From an optimization exercise on the open Yosys and OpenROAD flow, aimed at small area, a short achievable clock period and few clock cycles; shortcuts taken in it are not production practice.
The RTL was checked by simulation tests, not by an equivalence proof against the original design.

==> flow/design.v (outline; a module is shown in full before it is edited, if it fits) <==
// module apb_host_port: 51 lines
// module topcontrol: 95 lines
// module kernel_buffer: 19 lines
// module feature_window: 27 lines
// module conv_pe_core: 81 lines
// module mac_tree: 4019 lines
// module write2control: 15 lines
// module hwcnn_top: 53 lines
module hwcnn_top (
	input  logic                        clk,
	input  logic                        arst_n,
	input  logic                        apb_psel,
	input  logic                        apb_penable,
	input  logic                        apb_pwrite,
	input  logic [12-1:0]    apb_paddr,
	input  logic [32-1:0]    apb_pwdata,
	output logic                        apb_pready,
	output logic [32-1:0]    apb_prdata,
	output logic                        apb_pslverr,
	input  logic [32-1:0]    instruct,
	input  logic                        inst_empty,
	output logic                        inst_req,
	output logic                        busy
);
  // ...
==> flow/run.sh <==
#!/bin/bash
# synth_recipe.tcl (not shown) runs the flow's synth.tcl, then flattens the netlist and writes it again
# the make line also repeats each setting of config.mk as NAME=value (left out here)
make -C /OpenROAD-flow-scripts/flow DESIGN_CONFIG=/design/flow/config.mk WORK_HOME=/design/flow/orfs CLKGATE_MAP_FILE= SYNTH_SCRIPT=/design/flow/synth_recipe.tcl finish
==> flow/config.mk <==
export PLATFORM = sky130hd
export DESIGN_NAME = hwcnn_top
export DESIGN_NICKNAME = hwcnn_top
export VERILOG_FILES = /design/flow/design.v
export SDC_FILE = /design/flow/constraint.sdc
export NUM_CORES = 4
export LEC_CHECK = 0
export ABC_CLOCK_PERIOD_IN_PS = 2600
export CAP_MARGIN = 20
export CORE_MARGIN = 2
export CORE_UTILIZATION = 60
export CTS_CLUSTER_DIAMETER = 100
export CTS_CLUSTER_SIZE = 20
export SETUP_SLACK_MARGIN = 4.4
export SLEW_MARGIN = 20
==> flow/constraint.sdc <==
create_clock -name core_clock -period 7.0 [get_ports {clk}]
set_input_delay 1.4000 -clock core_clock [delete_from_list [all_inputs] [get_ports {clk}]]
set_output_delay 1.4000 -clock core_clock [all_outputs]
set_load 0.01 [all_outputs]
==> flow_summary.yaml, run 1 <==
grt:
  busiest_layer: "met2"
  grt_pass1_wl_um: 389000
routing:
  routed-wl-met2_um: 131000
worst_setup_path:
  crit_start: "hport.prdata_q[15]"
  reg2reg_from: "pec.tree.r1486"
  ff2ff_setup_slack_ns: 4.24
cts:
  clock_path_buffers: 3
  cts_resized: 402
  cts_tree: "done"
timing:
  rsz0062_at_grt: "yes"
  final_max_slew_viol_count: 0
  clock-skew-final_ns: 0.0445
  tightest_slew_ns: 1.18
cells_and_area:
  multi_input_area_share_pct: 37.4
  clkbuf_count: 198
  antenna_cells: 35
  final_cell_mix: "1468 x edfxtp_1, 646 x mux4_2, 590 x inv_1"
synth:
  synth_cells: 6282
  synth_cell_types: 67
  synth-seq-cells: 2087
floorplanning:
  initial_core_util_pct: 60.2
status:
  run_status: "timing/DRC/antenna clean"
Testbench counts, summed over its fixed seeds: cycles 24,014.
==> module apb_host_port, before the edit <==
module apb_host_port (
	input  logic                                 clk,
	input  logic                                 arst_n,
	input  logic [12+32+2:0] apb_req,   
	output logic [32+1:0]             apb_rsp,   
	output logic                                 feat_wr_en,
	output logic [6-1:0]            feat_wr_addr,
	output logic [8-1:0]             feat_wr_data,
	output logic                                 ker_wr_en,
	output logic [$clog2(4*9)-1:0]  ker_wr_addr,
	output logic [8-1:0]             ker_wr_data,
	output logic [5-1:0]             res_rd_addr,
	input  logic [16-1:0]              res_rd_data
);
	localparam int KER_DEPTH = 4 * 9;
	hwcnn_bus_pkg::apb_req_t  req;
	logic                     setup;
	logic                     feat_hit;
	logic                     ker_hit;
	logic                     res_hit;
	logic                     bad;
	logic                     pready_q;
	logic                     pslverr_q;
	logic [16-1:0]  prdata_q;
	assign req   = apb_req;
	assign setup = req.psel && !req.penable;
	assign feat_hit = (req.paddr[11:6] == 6'h00);
	assign ker_hit  = (req.paddr[11:6] == 6'h04) && (req.paddr[5:0] < 6'(KER_DEPTH));
	assign res_hit  = (req.paddr[11:5] == 7'h10);
	assign bad      = req.pwrite ? !(feat_hit || ker_hit) : !res_hit;
	assign res_rd_addr = req.paddr[5-1:0];
	always_ff @(posedge clk or negedge arst_n) begin
		if (!arst_n) begin
			feat_wr_en <= 1'b0;
			ker_wr_en  <= 1'b0;
		end else begin
			feat_wr_en <= setup && req.pwrite && feat_hit;
			ker_wr_en  <= setup && req.pwrite && ker_hit;
		end
	end
	always_ff @(posedge clk) begin
		pready_q  <= setup;
		pslverr_q <= bad;
		prdata_q  <= res_rd_data;
	end
	assign feat_wr_addr = req.paddr[6-1:0];
	assign feat_wr_data = req.pwdata[8-1:0];
	assign ker_wr_addr  = req.paddr[$clog2(KER_DEPTH)-1:0];
	assign ker_wr_data  = req.pwdata[8-1:0];
	assign apb_rsp = {pready_q, {{(32-16){prdata_q[16-1]}}, prdata_q}, pslverr_q};
endmodule
==> module topcontrol, before the edit <==
module topcontrol (
	input  logic                               clk,
	input  logic                               arst_n,
	input  logic [32-1:0]           instruct,
	input  logic                               inst_empty,
	output logic                               inst_req,
	output logic [2:0][1:0]                    rd_lo,       
	output logic [2:0][3:0][6-3:0] rd_hi,      
	output logic                               col_valid,
	output logic [$clog2(4)-1:0]  ker_idx,
	output logic [20+$clog2(20):0] pe_ctrl,   
	output logic [5-1:0]           res_addr,
	input  logic                               pe_busy,     
	output logic                               busy
);
	hwcnn_pkg::inst_word_u               inst_w;
	logic                                inst_v;      
	logic                                take_bias;
	logic                                take_conv;
	logic                                free;        
	logic                                free_d;
	logic [5-1:0]            rem;         
	logic [5-1:0]            rem_d;
	logic                                inst_v_d;
	logic signed [20-1:0]      bias_rf [4];
	logic [4-1:0]          bias_set;    
	logic signed [20-1:0]      bias_rd;
	logic [6-1:0]           ll;
	logic [2:0][6-1:0]      row0;        
	assign inst_w    = instruct;
	assign free      = (rem <= 5'(1));
	assign take_bias = inst_v && (inst_w.bias.op == hwcnn_pkg::LOAD_BIAS);
	assign take_conv = inst_v && (inst_w.conv.op == hwcnn_pkg::CONV) && free;
	assign col_valid = (rem != '0);
	always_comb begin
		if (take_conv)
			rem_d = inst_w.conv.out_count;
		else if (rem != '0)
			rem_d = rem - 1'b1;
		else
			rem_d = rem;
		inst_v_d = (inst_req && !inst_empty) || (inst_v && !(take_bias || take_conv));
		free_d   = (rem_d <= 5'(1));
	end
	always_ff @(posedge clk or negedge arst_n) begin
		if (!arst_n) begin
			inst_v   <= 1'b0;
			inst_req <= 1'b0;
			rem      <= '0;
			busy     <= 1'b0;
		end else begin
			inst_v   <= inst_v_d;
			inst_req <= !inst_v_d || free_d;
			rem      <= rem_d;
			busy     <= inst_v_d || (rem_d != '0) || pe_busy;
		end
	end
	always_ff @(posedge clk or negedge arst_n) begin
		if (!arst_n)
			bias_set <= '0;
		else if (take_bias)
			bias_set[inst_w.bias.bias_idx] <= 1'b1;
	end
	always_ff @(posedge clk) begin
		if (take_bias)
			bias_rf[inst_w.bias.bias_idx] <= inst_w.bias.imm;
	end
	assign bias_rd = bias_set[inst_w.conv.bias_idx] ? bias_rf[inst_w.conv.bias_idx] : '0;
	assign ll = 6'(inst_w.conv.line_len);
	always_comb begin
		row0[0] = inst_w.conv.feat_start;
		row0[1] = inst_w.conv.feat_start + ll;
		row0[2] = inst_w.conv.feat_start + {ll[6-2:0], 1'b0};
	end
	always_ff @(posedge clk) begin
		if (take_conv) begin
			for (int r = 0; r < 3; r++) begin
				rd_lo[r] <= row0[r][1:0];
				for (int k = 0; k < 4; k++)
					rd_hi[r][k] <= 6'(row0[r] + 6'(k)) >> 2;
			end
			res_addr    <= inst_w.conv.res_start;
			ker_idx     <= inst_w.conv.ker_idx;
			pe_ctrl     <= {bias_rd, inst_w.conv.shift, inst_w.conv.relu};
		end else begin
			for (int r = 0; r < 3; r++) begin
				rd_lo[r] <= rd_lo[r] + 1'b1;
				for (int k = 0; k < 4; k++)
					if (2'(rd_lo[r] + 2'(k)) == 2'd3)
						rd_hi[r][k] <= rd_hi[r][k] + 1'b1;
			end
			res_addr <= res_addr + 1'b1;
		end
	end
endmodule
==> module feature_window, before the edit <==
module feature_window (
	input  logic                            clk,
	input  logic                            feat_wr_en,
	input  logic [6-1:0]       feat_wr_addr,
	input  logic [8-1:0]        feat_wr_data,
	input  logic [2:0][1:0]                 rd_lo,      
	input  logic [2:0][3:0][6-3:0] rd_hi,  
	output logic [8:0][8-1:0]   window      
);
	localparam int BANK_D = (1 << 6) / 4;
	logic [2:0][3:0][8-1:0] bank_rd;   
	for (genvar b = 0; b < 4; b++) begin : g_bank
		logic [8-1:0] fm [BANK_D];
		always_ff @(posedge clk) begin
			if (feat_wr_en && feat_wr_addr[1:0] == 2'(b))
				fm[feat_wr_addr[6-1:2]] <= feat_wr_data;
		end
		for (genvar r = 0; r < 3; r++) begin : g_row
			assign bank_rd[r][b] = fm[rd_hi[r][3-b]];
		end
	end
	always_ff @(posedge clk) begin
		for (int r = 0; r < 3; r++)
			for (int c = 0; c < 3; c++)
				window[r*3 + c] <= bank_rd[r][2'(rd_lo[r] + 2'(c))];
	end
endmodule
==> module conv_pe_core, before the edit <==
module conv_pe_core (
	input  logic                            clk,
	input  logic                            arst_n,
	input  logic [8:0][8-1:0]   window,   
	input  logic [8:0][8-1:0]   kernel,
	input  logic                            col_valid,   
	input  logic [20+$clog2(20):0] pe_ctrl,   
	input  logic [5-1:0]        res_addr,    
	output logic signed [16-1:0]  result,        
	output logic [5-1:0]        result_addr,
	output logic                            result_valid,
	output logic                            pe_busy      
);
	localparam int MAC_LAT = 3;        
	localparam int D       = MAC_LAT + 2;   
	localparam int SUM_W   = 20 + 1;
	localparam int RES_MAX = (1 << (16 - 1)) - 1;
	localparam int RES_MIN = -(1 << (16 - 1));
	hwcnn_pkg::pe_ctrl_t              ctrl0;
	logic signed [20-1:0]   bias_s1;
	logic [$clog2(20)-1:0]  shift_s [1:D];
	logic                             relu_s [1:D];
	logic [5-1:0]         addr_s [1:D];
	logic                             valid_s [1:D];
	logic [SUM_W-1:0]                 acc;
	logic signed [SUM_W-1:0]          acc_c;    
	logic signed [SUM_W-1:0]          shifted;
	logic signed [16-1:0]   res_d;
	logic                             busy_d;
	assign ctrl0 = hwcnn_pkg::pe_ctrl_t'(pe_ctrl);
	always_ff @(posedge clk) begin
		bias_s1    <= ctrl0.bias;
		shift_s[1] <= ctrl0.shift;
		relu_s[1]  <= ctrl0.relu;
		addr_s[1]  <= res_addr;
		for (int s = 2; s <= D; s++) begin
			shift_s[s] <= shift_s[s-1];
			relu_s[s]  <= relu_s[s-1];
			addr_s[s]  <= addr_s[s-1];
		end
	end
	always_ff @(posedge clk or negedge arst_n) begin
		if (!arst_n) begin
			for (int s = 1; s <= D; s++)
				valid_s[s] <= 1'b0;
		end else begin
			valid_s[1] <= col_valid;
			for (int s = 2; s <= D; s++)
				valid_s[s] <= valid_s[s-1];
		end
	end
	always_comb begin
		busy_d = col_valid;
		for (int s = 1; s < D - 1; s++)
			busy_d = busy_d || valid_s[s];
	end
	assign pe_busy = busy_d;
	mac_tree tree (
		.clk  (clk),
		.w    (window),
		.k    (kernel),
		.bias (bias_s1),
		.acc  (acc)
	);
	always_comb begin
		shifted = acc_c >>> shift_s[D][2:0];
		if (relu_s[D] && shifted < 0)
			res_d = '0;
		else if (shifted > RES_MAX)
			res_d = 16'(RES_MAX);
		else if (shifted < RES_MIN)
			res_d = 16'(RES_MIN);
		else
			res_d = 16'(shifted);
	end
	always_ff @(posedge clk)
		acc_c <= $signed(acc) >>> {shift_s[D-1][4:3], 3'b000};
	assign result       = res_d;
	assign result_addr  = addr_s[D];
	assign result_valid = valid_s[D];
endmodule
==> module write2control, before the edit <==
module write2control (
	input  logic                            clk,
	input  logic signed [16-1:0]  result,
	input  logic [5-1:0]        result_addr,
	input  logic                            result_valid,
	input  logic [5-1:0]        res_rd_addr,
	output logic [16-1:0]         res_rd_data
);
	logic [16-1:0]   res_mem [0:(1<<5)-1];
	always_ff @(posedge clk) begin
		if (result_valid)
			res_mem[result_addr] <= result;
	end
	assign res_rd_data = res_mem[res_rd_addr];
endmodule
==> module hwcnn_top, before the edit <==
module hwcnn_top (
	input  logic                        clk,
	input  logic                        arst_n,
	input  logic                        apb_psel,
	input  logic                        apb_penable,
	input  logic                        apb_pwrite,
	input  logic [12-1:0]    apb_paddr,
	input  logic [32-1:0]    apb_pwdata,
	output logic                        apb_pready,
	output logic [32-1:0]    apb_prdata,
	output logic                        apb_pslverr,
	input  logic [32-1:0]    instruct,
	input  logic                        inst_empty,
	output logic                        inst_req,
	output logic                        busy
);
	hwcnn_bus_pkg::apb_req_t                 apb_req;
	hwcnn_bus_pkg::apb_rsp_t                 apb_rsp;
	assign apb_req.psel    = apb_psel;
	assign apb_req.penable = apb_penable;
	assign apb_req.pwrite  = apb_pwrite;
	assign apb_req.paddr   = apb_paddr;
	assign apb_req.pwdata  = apb_pwdata;
	assign apb_pready      = apb_rsp.pready;
	assign apb_prdata      = apb_rsp.prdata;
	assign apb_pslverr     = apb_rsp.pslverr;
	logic                                    feat_wr_en;
	logic [6-1:0]               feat_wr_addr;
	logic [8-1:0]                feat_wr_data;
	logic                                    ker_wr_en;
	logic [$clog2(4*9)-1:0]     ker_wr_addr;
	logic [8-1:0]                ker_wr_data;
	logic [5-1:0]                res_rd_addr;
	logic [16-1:0]                 res_rd_data;
	logic [2:0][1:0]                         rd_lo;
	logic [2:0][3:0][6-3:0]     rd_hi;
	logic                                    col_valid;
	logic [$clog2(4)-1:0]       ker_idx;
	hwcnn_pkg::pe_ctrl_t                     pe_ctrl;
	logic [5-1:0]                res_addr;
	logic                                    pe_busy;
	hwcnn_pkg::window_t                      window;
	hwcnn_pkg::kernel_t                      kernel;
	logic signed [16-1:0]          result;
	logic [5-1:0]                result_addr;
	logic                                    result_valid;
	apb_host_port hport (.*);
	topcontrol tctrl (.*);
	kernel_buffer kbuf (.*);
	feature_window fwin (.*);
	conv_pe_core pec (.*);
	write2control w2c (.*);
endmodule
==> inputs of run 2 (changes only) <==
--- a/flow/design.v
+++ b/flow/design.v
@@ -67,16 +67,18 @@
 	logic                     setup;
 	logic                     feat_hit;
 	logic                     ker_hit;
 	logic                     res_hit;
 	logic                     bad;
 	logic                     pready_q;
 	logic                     pslverr_q;
 	logic [16-1:0]  prdata_q;
+	logic [8-1:0] wr_data_q;
+	logic [5:0]               wr_addr_q;
 	assign req   = apb_req;
 	assign setup = req.psel && !req.penable;
 	assign feat_hit = (req.paddr[11:6] == 6'h00);
 	assign ker_hit  = (req.paddr[11:6] == 6'h04) && (req.paddr[5:0] < 6'(KER_DEPTH));
 	assign res_hit  = (req.paddr[11:5] == 7'h10);
 	assign bad      = req.pwrite ? !(feat_hit || ker_hit) : !res_hit;
 	assign res_rd_addr = req.paddr[5-1:0];
 	always_ff @(posedge clk or negedge arst_n) begin
@@ -87,33 +89,36 @@
 			feat_wr_en <= setup && req.pwrite && feat_hit;
 			ker_wr_en  <= setup && req.pwrite && ker_hit;
 		end
 	end
 	always_ff @(posedge clk) begin
 		pready_q  <= setup;
 		pslverr_q <= bad;
 		prdata_q  <= res_rd_data;
+		wr_addr_q <= req.paddr[5:0];
+		wr_data_q <= req.pwdata[8-1:0];
 	end
-	assign feat_wr_addr = req.paddr[6-1:0];
-	assign feat_wr_data = req.pwdata[8-1:0];
-	assign ker_wr_addr  = req.paddr[$clog2(KER_DEPTH)-1:0];
-	assign ker_wr_data  = req.pwdata[8-1:0];
+	assign feat_wr_addr = wr_addr_q;
+	assign feat_wr_data = wr_data_q;
+	assign ker_wr_addr  = wr_addr_q;
+	assign ker_wr_data  = wr_data_q;
 	assign apb_rsp = {pready_q, {{(32-16){prdata_q[16-1]}}, prdata_q}, pslverr_q};
 endmodule
 `timescale 1ns/1ps
 module topcontrol (
 	input  logic                               clk,
 	input  logic                               arst_n,
 	input  logic [32-1:0]           instruct,
 	input  logic                               inst_empty,
 	output logic                               inst_req,
 	output logic [2:0][1:0]                    rd_lo,       
 	output logic [2:0][3:0][6-3:0] rd_hi,      
-	output logic                               col_valid,
+	output logic                               col_valid,   
+	output logic                               col_valid1,  
 	output logic [$clog2(4)-1:0]  ker_idx,
 	output logic [20+$clog2(20):0] pe_ctrl,   
 	output logic [5-1:0]           res_addr,
 	input  logic                               pe_busy,     
 	output logic                               busy
 );
 	hwcnn_pkg::inst_word_u               inst_w;
 	logic                                inst_v;      
@@ -125,29 +130,30 @@
 	logic [5-1:0]            rem_d;
 	logic                                inst_v_d;
 	logic signed [20-1:0]      bias_rf [4];
 	logic [4-1:0]          bias_set;    
 	logic signed [20-1:0]      bias_rd;
 	logic [6-1:0]           ll;
 	logic [2:0][6-1:0]      row0;        
 	assign inst_w    = instruct;
-	assign free      = (rem <= 5'(1));
+	assign free      = (rem <= 5'(2));
 	assign take_bias = inst_v && (inst_w.bias.op == hwcnn_pkg::LOAD_BIAS);
 	assign take_conv = inst_v && (inst_w.conv.op == hwcnn_pkg::CONV) && free;
-	assign col_valid = (rem != '0);
+	assign col_valid  = (rem != '0);
+	assign col_valid1 = (rem >= 5'(2));
 	always_comb begin
 		if (take_conv)
 			rem_d = inst_w.conv.out_count;
-		else if (rem != '0)
-			rem_d = rem - 1'b1;
+		else if (rem >= 5'(2))
+			rem_d = rem - 2'd2;
 		else
-			rem_d = rem;
+			rem_d = '0;
 		inst_v_d = (inst_req && !inst_empty) || (inst_v && !(take_bias || take_conv));
-		free_d   = (rem_d <= 5'(1));
+		free_d   = (rem_d <= 5'(2));
 	end
 	always_ff @(posedge clk or negedge arst_n) begin
 		if (!arst_n) begin
 			inst_v   <= 1'b0;
 			inst_req <= 1'b0;
 			rem      <= '0;
 			busy     <= 1'b0;
 		end else begin
@@ -181,22 +187,22 @@
 				for (int k = 0; k < 4; k++)
 					rd_hi[r][k] <= 6'(row0[r] + 6'(k)) >> 2;
 			end
 			res_addr    <= inst_w.conv.res_start;
 			ker_idx     <= inst_w.conv.ker_idx;
 			pe_ctrl     <= {bias_rd, inst_w.conv.shift, inst_w.conv.relu};
 		end else begin
 			for (int r = 0; r < 3; r++) begin
-				rd_lo[r] <= rd_lo[r] + 1'b1;
+				rd_lo[r] <= rd_lo[r] + 2'd2;
 				for (int k = 0; k < 4; k++)
-					if (2'(rd_lo[r] + 2'(k)) == 2'd3)
+					if (2'(rd_lo[r] + 2'(k)) >= 2'd2)
 						rd_hi[r][k] <= rd_hi[r][k] + 1'b1;
 			end
-			res_addr <= res_addr + 1'b1;
+			res_addr <= res_addr + 2'd2;
 		end
 	end
 endmodule
 `timescale 1ns/1ps
 module kernel_buffer (
 	input  logic                                 clk,
 	input  logic                                 ker_wr_en,
 	input  logic [$clog2(4*9)-1:0]  ker_wr_addr,
@@ -218,117 +224,139 @@
 `timescale 1ns/1ps
 module feature_window (
 	input  logic                            clk,
 	input  logic                            feat_wr_en,
 	input  logic [6-1:0]       feat_wr_addr,
 	input  logic [8-1:0]        feat_wr_data,
 	input  logic [2:0][1:0]                 rd_lo,      
 	input  logic [2:0][3:0][6-3:0] rd_hi,  
-	output logic [8:0][8-1:0]   window      
+	output logic [2:0][3:0][8-1:0] window   
 );
 	localparam int BANK_D = (1 << 6) / 4;
 	logic [2:0][3:0][8-1:0] bank_rd;   
 	for (genvar b = 0; b < 4; b++) begin : g_bank
 		logic [8-1:0] fm [BANK_D];
 		always_ff @(posedge clk) begin
 			if (feat_wr_en && feat_wr_addr[1:0] == 2'(b))
 				fm[feat_wr_addr[6-1:2]] <= feat_wr_data;
 		end
 		for (genvar r = 0; r < 3; r++) begin : g_row
 			assign bank_rd[r][b] = fm[rd_hi[r][3-b]];
 		end
 	end
 	always_ff @(posedge clk) begin
 		for (int r = 0; r < 3; r++)
-			for (int c = 0; c < 3; c++)
-				window[r*3 + c] <= bank_rd[r][2'(rd_lo[r] + 2'(c))];
+			for (int c = 0; c < 4; c++)
+				window[r][c] <= bank_rd[r][2'(rd_lo[r] + 2'(c))];
 	end
 endmodule
 `timescale 1ns/1ps
 module conv_pe_core (
 	input  logic                            clk,
 	input  logic                            arst_n,
-	input  logic [8:0][8-1:0]   window,   
+	input  logic [2:0][3:0][8-1:0] window,   
 	input  logic [8:0][8-1:0]   kernel,
-	input  logic                            col_valid,   
+	input  logic                            col_valid,    
+	input  logic                            col_valid1,   
 	input  logic [20+$clog2(20):0] pe_ctrl,   
-	input  logic [5-1:0]        res_addr,    
-	output logic signed [16-1:0]  result,        
-	output logic [5-1:0]        result_addr,
-	output logic                            result_valid,
-	output logic                            pe_busy      
+	input  logic [5-1:0]        res_addr,     
+	output logic [1:0][16-1:0]    result,       
+	output logic [1:0][5-2:0]   result_idx,   
+	output logic [1:0]                      result_valid,
+	output logic                            pe_busy       
 );
 	localparam int MAC_LAT = 3;        
 	localparam int D       = MAC_LAT + 2;   
 	localparam int SUM_W   = 20 + 1;
 	localparam int RES_MAX = (1 << (16 - 1)) - 1;
 	localparam int RES_MIN = -(1 << (16 - 1));
 	hwcnn_pkg::pe_ctrl_t              ctrl0;
 	logic signed [20-1:0]   bias_s1;
 	logic [$clog2(20)-1:0]  shift_s [1:D];
 	logic                             relu_s [1:D];
-	logic [5-1:0]         addr_s [1:D];
-	logic                             valid_s [1:D];
-	logic [SUM_W-1:0]                 acc;
-	logic signed [SUM_W-1:0]          acc_c;    
-	logic signed [SUM_W-1:0]          shifted;
-	logic signed [16-1:0]   res_d;
+	logic [5-1:0]         addr_s [1:D-1];
+	logic [1:0]                       valid_s [1:D-1];   
+	logic [1:0][8:0][8-1:0] w_lane;          
+	logic [1:0][SUM_W-1:0]            acc;               
+	logic [1:0][SUM_W-1:0]            acc_c;             
+	logic [1:0][5-2:0]    idx_c;             
+	logic [1:0]                       valid_c;           
+	logic                             swap;              
+	logic [5-1:0]         addr1;
 	logic                             busy_d;
 	assign ctrl0 = hwcnn_pkg::pe_ctrl_t'(pe_ctrl);
 	always_ff @(posedge clk) begin
 		bias_s1    <= ctrl0.bias;
 		shift_s[1] <= ctrl0.shift;
 		relu_s[1]  <= ctrl0.relu;
 		addr_s[1]  <= res_addr;
 		for (int s = 2; s <= D; s++) begin
 			shift_s[s] <= shift_s[s-1];
 			relu_s[s]  <= relu_s[s-1];
-			addr_s[s]  <= addr_s[s-1];
 		end
+		for (int s = 2; s < D; s++)
+			addr_s[s] <= addr_s[s-1];
 	end
 	always_ff @(posedge clk or negedge arst_n) begin
 		if (!arst_n) begin
-			for (int s = 1; s <= D; s++)
-				valid_s[s] <= 1'b0;
+			for (int s = 1; s < D; s++)
+				valid_s[s] <= '0;
+			valid_c <= '0;
 		end else begin
-			valid_s[1] <= col_valid;
-			for (int s = 2; s <= D; s++)
+			valid_s[1] <= {col_valid1, col_valid};
+			for (int s = 2; s < D; s++)
 				valid_s[s] <= valid_s[s-1];
+			valid_c <= swap ? {valid_s[D-1][0], valid_s[D-1][1]} : valid_s[D-1];
 		end
 	end
 	always_comb begin
 		busy_d = col_valid;
 		for (int s = 1; s < D - 1; s++)
-			busy_d = busy_d || valid_s[s];
+			busy_d = busy_d || valid_s[s][0];
 	end
 	assign pe_busy = busy_d;
-	mac_tree tree (
-		.clk  (clk),
-		.w    (window),
-		.k    (kernel),
-		.bias (bias_s1),
-		.acc  (acc)
-	);
-	always_comb begin
-		shifted = acc_c >>> shift_s[D][2:0];
-		if (relu_s[D] && shifted < 0)
-			res_d = '0;
-		else if (shifted > RES_MAX)
-			res_d = 16'(RES_MAX);
-		else if (shifted < RES_MIN)
-			res_d = 16'(RES_MIN);
-		else
-			res_d = 16'(shifted);
+	for (genvar j = 0; j < 2; j++) begin : g_lane
+		for (genvar r = 0; r < 3; r++) begin : g_row
+			for (genvar c = 0; c < 3; c++) begin : g_col
+				assign w_lane[j][r*3 + c] = window[r][c + j];
+			end
+		end
+		mac_tree tree (
+			.clk  (clk),
+			.w    (w_lane[j]),
+			.k    (kernel),
+			.bias (bias_s1),
+			.acc  (acc[j])
+		);
+	end
+	assign swap  = addr_s[D-1][0];
+	assign addr1 = addr_s[D-1] + 1'b1;
+	always_ff @(posedge clk) begin
+		for (int b = 0; b < 2; b++)
+			acc_c[b] <= $signed(acc[b ^ int'(swap)]) >>> {shift_s[D-1][4:3], 3'b000};
+		idx_c[0] <= swap ? addr1[5-1:1] : addr_s[D-1][5-1:1];
+		idx_c[1] <= addr_s[D-1][5-1:1];
+	end
+	for (genvar b = 0; b < 2; b++) begin : g_post
+		logic signed [SUM_W-1:0] shifted;
+		always_comb begin
+			shifted = $signed(acc_c[b]) >>> shift_s[D][2:0];
+			if (relu_s[D] && shifted < 0)
+				result[b] = '0;
+			else if (shifted > RES_MAX)
+				result[b] = 16'(RES_MAX);
+			else if (shifted < RES_MIN)
+				result[b] = 16'(RES_MIN);
+			else
+				result[b] = 16'(shifted);
+		end
 	end
-	always_ff @(posedge clk)
-		acc_c <= $signed(acc) >>> {shift_s[D-1][4:3], 3'b000};
-	assign result       = res_d;
-	assign result_addr  = addr_s[D];
-	assign result_valid = valid_s[D];
+	assign result_idx   = idx_c;
+	assign result_valid = valid_c;
 endmodule
 module mac_tree (
 	input  logic               clk,
 	input  logic [71:0]        w,      
 	input  logic [71:0]        k,      
 	input  logic [19:0]        bias,   
 	output logic [20:0]        acc     
 );
@@ -2032,30 +2060,30 @@
 	logic s1948;
 	logic c1949;
 	logic s1950;
 	logic c1951;
 	logic s1952;
 	logic c1953;
 	logic s1954;
 	logic c1955;
-	logic s1956;
-	logic c1957;
-	logic s1958;
-	logic c1959;
-	logic s1960;
-	logic c1961;
-	logic s1962;
-	logic c1963;
-	logic s1964;
-	logic c1965;
-	logic s1966;
-	logic c1967;
-	logic s1968;
-	logic c1969;
+	logic s1993;
+	logic c1994;
+	logic s1995;
+	logic c1996;
+	logic s1997;
+	logic c1998;
+	logic s1999;
+	logic c2000;
+	logic s2001;
+	logic c2002;
+	logic s2003;
+	logic c2004;
+	logic s2005;
+	logic c2006;
 	logic r1390;
 	logic r1391;
 	logic r1392;
 	logic r1393;
 	logic r1394;
 	logic r1395;
 	logic r1396;
 	logic r1397;
@@ -2296,16 +2324,30 @@
 	logic r1910;
 	logic r1911;
 	logic r1912;
 	logic r1913;
 	logic r1914;
 	logic r1915;
 	logic r1916;
 	logic r1917;
+	logic r1956;
+	logic r1957;
+	logic r1958;
+	logic r1959;
+	logic r1960;
+	logic r1961;
+	logic r1962;
+	logic r1963;
+	logic r1964;
+	logic r1965;
+	logic r1966;
+	logic r1967;
+	logic r1968;
+	logic r1969;
 	logic r1970;
 	logic r1971;
 	logic r1972;
 	logic r1973;
 	logic r1974;
 	logic r1975;
 	logic r1976;
 	logic r1977;
@@ -2319,28 +2361,16 @@
 	logic r1985;
 	logic r1986;
 	logic r1987;
 	logic r1988;
 	logic r1989;
 	logic r1990;
 	logic r1991;
 	logic r1992;
-	logic r1993;
-	logic r1994;
-	logic r1995;
-	logic r1996;
-	logic r1997;
-	logic r1998;
-	logic r1999;
-	logic r2000;
-	logic r2001;
-	logic r2002;
-	logic r2003;
-	logic r2004;
 	assign p1 = w[0] & k[0];
 	assign p2 = w[0] & k[1];
 	assign p3 = w[0] & k[2];
 	assign p4 = w[0] & k[3];
 	assign p5 = w[0] & k[4];
 	assign p6 = w[0] & k[5];
 	assign p7 = w[0] & k[6];
 	assign p8 = ~(w[0] & k[7]);
@@ -4036,30 +4066,30 @@
 	assign s1948 = c1925 ^ s1926 ^ r1889;
 	assign c1949 = (c1925 & s1926) | (c1925 & r1889) | (s1926 & r1889);
 	assign s1950 = c1927 ^ s1928 ^ r1893;
 	assign c1951 = (c1927 & s1928) | (c1927 & r1893) | (s1928 & r1893);
 	assign s1952 = c1929 ^ s1930 ^ r1898;
 	assign c1953 = (c1929 & s1930) | (c1929 & r1898) | (s1930 & r1898);
 	assign s1954 = c1933 ^ s1934 ^ r1906;
 	assign c1955 = (c1933 & s1934) | (c1933 & r1906) | (s1934 & r1906);
-	assign s1956 = c1943 ^ s1920;
-	assign c1957 = c1943 & s1920;
-	assign s1958 = c1949 ^ s1950;
-	assign c1959 = c1949 & s1950;
-	assign s1960 = c1951 ^ s1952 ^ r1899;
-	assign c1961 = (c1951 & s1952) | (c1951 & r1899) | (s1952 & r1899);
-	assign s1962 = c1953 ^ c1931 ^ s1932;
-	assign c1963 = (c1953 & c1931) | (c1953 & s1932) | (c1931 & s1932);
-	assign s1964 = c1955 ^ c1935;
-	assign c1965 = c1955 & c1935;
-	assign s1966 = c1937 ^ s1938;
-	assign c1967 = c1937 & s1938;
-	assign s1968 = c1939 ^ r1913;
-	assign c1969 = c1939 & r1913;
+	assign s1993 = r1965 ^ r1966;
+	assign c1994 = r1965 & r1966;
+	assign s1995 = r1973 ^ r1974;
+	assign c1996 = r1973 & r1974;
+	assign s1997 = r1976 ^ r1977 ^ r1978;
+	assign c1998 = (r1976 & r1977) | (r1976 & r1978) | (r1977 & r1978);
+	assign s1999 = r1979 ^ r1980 ^ r1981;
+	assign c2000 = (r1979 & r1980) | (r1979 & r1981) | (r1980 & r1981);
+	assign s2001 = r1983 ^ r1984;
+	assign c2002 = r1983 & r1984;
+	assign s2003 = r1986 ^ r1987;
+	assign c2004 = r1986 & r1987;
+	assign s2005 = r1988 ^ r1989;
+	assign c2006 = r1988 & r1989;
 	always_ff @(posedge clk) begin
 		r1390 <= s962;
 		r1391 <= bias[0];
 		r1392 <= s1218;
 		r1393 <= s968;
 		r1394 <= bias[1];
 		r1395 <= c1219;
 		r1396 <= s1220;
@@ -4301,69 +4331,75 @@
 		r1910 <= c1859;
 		r1911 <= c1825;
 		r1912 <= s1826;
 		r1913 <= s1860;
 		r1914 <= c1861;
 		r1915 <= c1701;
 		r1916 <= r1582;
 		r1917 <= r1583;
-		r1970 <= r1862;
-		r1971 <= r1863;
-		r1972 <= r1864;
-		r1973 <= r1865;
-		r1974 <= r1866;
-		r1975 <= r1867;
-		r1976 <= r1868;
-		r1977 <= s1918;
-		r1978 <= s1942;
-		r1979 <= s1956;
-		r1980 <= r1877;
-		r1981 <= c1957;
-		r1982 <= s1944;
-		r1983 <= c1945;
-		r1984 <= s1946;
-		r1985 <= c1947;
-		r1986 <= s1948;
-		r1987 <= s1958;
-		r1988 <= r1894;
-		r1989 <= c1959;
-		r1990 <= s1960;
-		r1991 <= c1961;
-		r1992 <= s1962;
-		r1993 <= c1963;
-		r1994 <= s1954;
-		r1995 <= s1964;
-		r1996 <= s1936;
-		r1997 <= c1965;
-		r1998 <= s1966;
-		r1999 <= c1967;
-		r2000 <= s1968;
-		r2001 <= c1969;
-		r2002 <= s1940;
-		r2003 <= c1941;
-		r2004 <= r1917;
+		r1956 <= r1862;
+		r1957 <= r1863;
+		r1958 <= r1864;
+		r1959 <= r1865;
+		r1960 <= r1866;
+		r1961 <= r1867;
+		r1962 <= r1868;
+		r1963 <= s1918;
+		r1964 <= s1942;
+		r1965 <= c1943;
+		r1966 <= s1920;
+		r1967 <= r1877;
+		r1968 <= s1944;
+		r1969 <= c1945;
+		r1970 <= s1946;
+		r1971 <= c1947;
+		r1972 <= s1948;
+		r1973 <= c1949;
+		r1974 <= s1950;
+		r1975 <= r1894;
+		r1976 <= c1951;
+		r1977 <= s1952;
+		r1978 <= r1899;
+		r1979 <= c1953;
+		r1980 <= c1931;
+		r1981 <= s1932;
+		r1982 <= s1954;
+		r1983 <= c1955;
+		r1984 <= c1935;
+		r1985 <= s1936;
+		r1986 <= c1937;
+		r1987 <= s1938;
+		r1988 <= c1939;
+		r1989 <= r1913;
+		r1990 <= s1940;
+		r1991 <= c1941;
+		r1992 <= r1917;
 	end
-	assign acc = {1'b1, r2003, r2001, r1999, r1997, r1995, r1993, r1991, r1989, r1987, r1985, r1983, r1981, r1979, r1978, r1977, r1976, r1974, r1973, r1972, r1970} + {1'b0, r2004, r2002, r2000, r1998, r1996, r1994, r1992, r1990, r1988, r1986, r1984, r1982, r1980, 1'b0, 1'b0, 1'b0, r1975, 1'b0, 1'b0, r1971};
+	assign acc = {1'b1, r1991, c2006, c2004, c2002, s2001, c2000, c1998, c1996, s1995, r1971, r1969, c1994, s1993, r1964, r1963, r1962, r1960, r1959, r1958, r1956} + {1'b0, r1992, r1990, s2005, s2003, r1985, r1982, s1999, s1997, r1975, r1972, r1970, r1968, r1967, 1'b0, 1'b0, 1'b0, r1961, 1'b0, 1'b0, r1957};
 endmodule
 `timescale 1ns/1ps
 module write2control (
 	input  logic                            clk,
-	input  logic signed [16-1:0]  result,
-	input  logic [5-1:0]        result_addr,
-	input  logic                            result_valid,
+	input  logic [1:0][16-1:0]    result,         
+	input  logic [1:0][5-2:0]   result_idx,     
+	input  logic [1:0]                      result_valid,   
 	input  logic [5-1:0]        res_rd_addr,
 	output logic [16-1:0]         res_rd_data
 );
-	logic [16-1:0]   res_mem [0:(1<<5)-1];
-	always_ff @(posedge clk) begin
-		if (result_valid)
-			res_mem[result_addr] <= result;
+	logic [1:0][16-1:0] bank_rd;
+	for (genvar b = 0; b < 2; b++) begin : g_bank
+		logic [16-1:0] rm [1 << (5 - 1)];
+		always_ff @(posedge clk) begin
+			if (result_valid[b])
+				rm[result_idx[b]] <= result[b];
+		end
+		assign bank_rd[b] = rm[res_rd_addr[5-1:1]];
 	end
-	assign res_rd_data = res_mem[res_rd_addr];
+	assign res_rd_data = bank_rd[res_rd_addr[0]];
 endmodule
 `timescale 1ns/1ps
 module hwcnn_top (
 	input  logic                        clk,
 	input  logic                        arst_n,
 	input  logic                        apb_psel,
 	input  logic                        apb_penable,
 	input  logic                        apb_pwrite,
@@ -4393,24 +4429,25 @@
 	logic                                    ker_wr_en;
 	logic [$clog2(4*9)-1:0]     ker_wr_addr;
 	logic [8-1:0]                ker_wr_data;
 	logic [5-1:0]                res_rd_addr;
 	logic [16-1:0]                 res_rd_data;
 	logic [2:0][1:0]                         rd_lo;
 	logic [2:0][3:0][6-3:0]     rd_hi;
 	logic                                    col_valid;
+	logic                                    col_valid1;
 	logic [$clog2(4)-1:0]       ker_idx;
 	hwcnn_pkg::pe_ctrl_t                     pe_ctrl;
 	logic [5-1:0]                res_addr;
 	logic                                    pe_busy;
-	hwcnn_pkg::window_t                      window;
+	logic [2:0][3:0][8-1:0]      window;
 	hwcnn_pkg::kernel_t                      kernel;
-	logic signed [16-1:0]          result;
-	logic [5-1:0]                result_addr;
-	logic                                    result_valid;
+	logic [1:0][16-1:0]            result;
+	logic [1:0][5-2:0]           result_idx;
+	logic [1:0]                              result_valid;
 	apb_host_port hport (.*);
 	topcontrol tctrl (.*);
 	kernel_buffer kbuf (.*);
 	feature_window fwin (.*);
 	conv_pe_core pec (.*);
 	write2control w2c (.*);
 endmodule
==> flow/config.mk (replaced) <==
export PLATFORM = sky130hd
export DESIGN_NAME = hwcnn_top
export DESIGN_NICKNAME = hwcnn_top
export VERILOG_FILES = /design/flow/design.v
export SDC_FILE = /design/flow/constraint.sdc
export NUM_CORES = 4
export LEC_CHECK = 0
export ABC_CLOCK_PERIOD_IN_PS = 2900
export CAP_MARGIN = 20
export CORE_MARGIN = 2
export CORE_UTILIZATION = 60
export CTS_CLUSTER_DIAMETER = 100
export CTS_CLUSTER_SIZE = 20
export SETUP_SLACK_MARGIN = 4.1
export SLEW_MARGIN = 20
==> run 2 against run 1 <==
Fmax decreased by 11%. Die area increased by 27%. Register-to-register slack got worse by 0.42 ns. Synthesized cell count increased by 32%. Area after synthesis increased by 27%. Worst hold slack improved by 0.0035 ns. Sequential share of layout area decreased by 5.5 points.
==> flow_summary.yaml, run 2 <==
status:
  run_status: "timing/DRC/antenna clean"
routing:
  drc: 0
  vias: 71800
  wl_per_cell_um: 33.2
  finalWirelength_um: 376000
  drt_iter0_drc: 9113
  routed_via_density: 6.35
  firstDrtPassIters: 6
  antenna_left: 0
synth:
  yosys_warnings: 20
  synth_edf_count: 1471
  synthesis.nets: 9562
  synth_top_flop_cell: "edfxtp_1"
  synth_top_area_share_pct: 35.1
  yosysSeqAreaShare_pct: 50.3
  synth.largest_area_cell: "edfxtp_1"
  synth_cells: 8268
  synth_cell_types: 76
  async_reset_ff_share_pct: 0.992
  synth_area_sq_um: 126000
  synth-seq-cells: 2420
  synth_area_leaders: "edfxtp_1 35%, fa_1 18%, dfxtp_1 15%"
  syn_avg_cell_area_sq_um: 15.2
  synthTopCellsByCount: "1471 x edfxtp_1, 1145 x inv_1, 1124 x fa_1"
  yosys.cell_count.top_type: "edfxtp_1"
grt:
  grt_remaining_overflow: 0
  grt_max_degree: 101
  grt_pass1_wl_um: 530000
  grt_pass1_vias: 73100
  antenna_found_initial: 73
  grt_use_total_pct: 35.9
timing:
  fmax_mhz: 315
  fin_crit_sh_pct: 45.4
  clock-skew-final_ns: 0.0690
  tightest_slew_ns: 1.13
  final_max_slew_viol_count: 0
  slew_headroom_pct: 24.5
  rsz0062_at_grt: "yes"
  setup_ws_ns: 3.82
  fin_setup_tns_ns: 0
  hold_viol: 0
  setup_viol: 0
  min_period_ns: 3.18
cells_and_area:
  fillers: 15000
  final_layout_size_suffix_gt1_share_pct: 19.2
  final_cell_mix: "1471 x edfxtp_1, 1136 x inv_1, 1120 x fa_1"
  nets: 9676
  final_common_cell: "edfxtp_1"
  syn2layout_area_growth_pct: 8.53
  post-route-util_pct: 65.3
  fin_cells: 11300
cts:
  clk_latency_ns: 0.86
  htreeDepth: 4
  clock_path_buffers: 3
  cts_made_buffers: 143
  cts_tree: "done"
  path_clk_slew_ns: 0.08
  hold_buffers: 0
  ctsRootBufferMaster: "clkbuf_16"
  cts_num_sinks: 2420
worst_setup_path:
  critPathMaxFanout: 8
  cp.arrival_ns: 3.63
  path_cells: "nor2b_1, nand3_1, nor2_1"
  slowest_delay_ns: 0.82
  ff2ff_setup_slack_ns: 3.82
  crit_type: "reg -> reg"
  critPathSlowestCell: "nor2_1"
  critPathCaptureType: "register"
  crit_required_ns: 7.46
  startpoint_type: "register"
placement:
  io_buffers: 93
  place_inst: 11000
  place_ws_ns: 2.52
  gp_congestion: 0.972
  post-dp-hpwl_um: 256000
floorplanning:
  core_area_sq_um: 209000
  die_x_um: 462
  die_area_sq_um: 213000
  ios: 118
  initial_core_util_pct: 60.2
  fp.dieH_um: 462
  num_rows: 168
min_path:
  hp-class: "reg -> reg"
flow_run:
  drv_cap: 0
==> run 2: changes by cell type after synthesis, sizes merged, moves of 52 or more <==
| cell | before | now |
|---|---|---|
| dfxtp | 600 | 925 |
| and2 | 237 | 776 |
| a21oi | 168 | 106 |
| fa | 563 | 1124 |
| nor2 | 247 | 195 |
| clkbuf | 156 | 227 |
| inv | 613 | 1151 |
| mux4 | 646 | 835 |
==> run 2: cells by family (layout without fill, tap and decap cells) <==
group	count (synthesis)	after routing	synth area share, %
buf+inv	1558	1769	5.17
simple gates	1671	1671	6.86
mux	1007	1007	16.7
compound gates	286	286	1.39
flops	2420	2420	50.3
other cells	0	35	0
xor+xnor	114	114	0.794
fa+ha+maj	1212	1212	18.8
==> run 2: final timing paths <==
path / start / end / cells past startpoint
worst max-delay path: hport.wr_addr_q[3] / fwin.g_bank[0].fm[14][5] / 3
worst max register to register: hport.wr_addr_q[3] / fwin.g_bank[0].fm[14][5] / 3
min in group asynchronous: arst_n / pec.valid_c[1] / 2
worst min-delay path: pec.shift_s[1][1] / pec.shift_s[2][1] / 0
worst min register to register: pec.shift_s[1][1] / pec.shift_s[2][1] / 0
max in group asynchronous: arst_n / tctrl.busy / 2
==> run 2: timing repair <==
item,4_1_cts,5_1_grt
resized for setup,332,155
gates cloned,1,0
setup endpoints to repair,1059,813
hold endpoints to repair,0,0
setup buffers,22,35
pin swaps,18,49
==> run 2: worst max-delay path: cells and delay by family, from the launching register on <==
kind	cells	cell delay [ns]
DFF	1	0.65
and+or+nand+nor	3	2.13
==> run 2: per-layer routing <==
layer	wire length, um	part of all wire, %	GRT usage, %
met1	140000	37	48.4
met2	171000	46	54.4
met3	44800	12	11.2
met4	20100	5.3	15.9
met5	160	0.043	0.158
==> run 2: final cells by class <==
class                           instances  area, sq um  share of cell area [%]
Sequential cell                      2420        63400                    46.5
Multi-Input combinational cell       4290        57500                    42.1
Inverter                             1153         4360                    3.19
Clock buffer                          219         3930                    2.88
Tap cell                             2805         3510                    2.57
Timing Repair Buffer                  374         3260                    2.39
Clock inverter                         23          448                   0.328
Antenna cell                           35         87.6                  0.0642
==> run 2: stage by stage <==
| step | hold WS (ns) | instance area, sq um |
|---|---|---|
| after floorplan | 0.310 | 126000 |
| after global placement | 0.311 | 130000 |
| after detailed placement | 0.312 | 130000 |
| after CTS | 0.327 | 135000 |
| after global routing | 0.328 | 136000 |
| final | 0.327 | 137000 |
Testbench counts of run 2, summed over its fixed seeds: cycles 18,575.

separate check: timing with driven ports:
The results above use ideal ports. As a check the final layouts listed here were re-extracted and re-timed, cells and wires unchanged.
Step 1 sets driving cells, clkbuf_16 on the clock port and buf_2 on the other inputs (assumed; they add their load-dependent delay and slew).
Step 2 adds t to the input delays and takes it off the output delays; t is the mean of the earliest and latest rising clock arrival at the registers after step 1. Input paths then give back, and output paths get back, about the clock's delay inside the block.
Three values: ideal ports, drivers, drivers and shift; two values: the first two.
| run | shift t [ns] | setup WS [ns] | worst setup path after step 2 | latest minus earliest clock arrival (ns) |
|---|---|---|---|---|
| run 1 | 0.881 | 4.159 / 4.073 / 3.425 | input to register | 0.047 / 0.047 |
| run 2 | 0.920 | 3.824 / 3.824 / 3.257 | input to register | 0.073 / 0.073 |
After both steps every run listed still meets setup and hold. The setup slack of run 1, which loses most, moves by -0.086 ns with the drivers and by -0.734 ns with both steps.
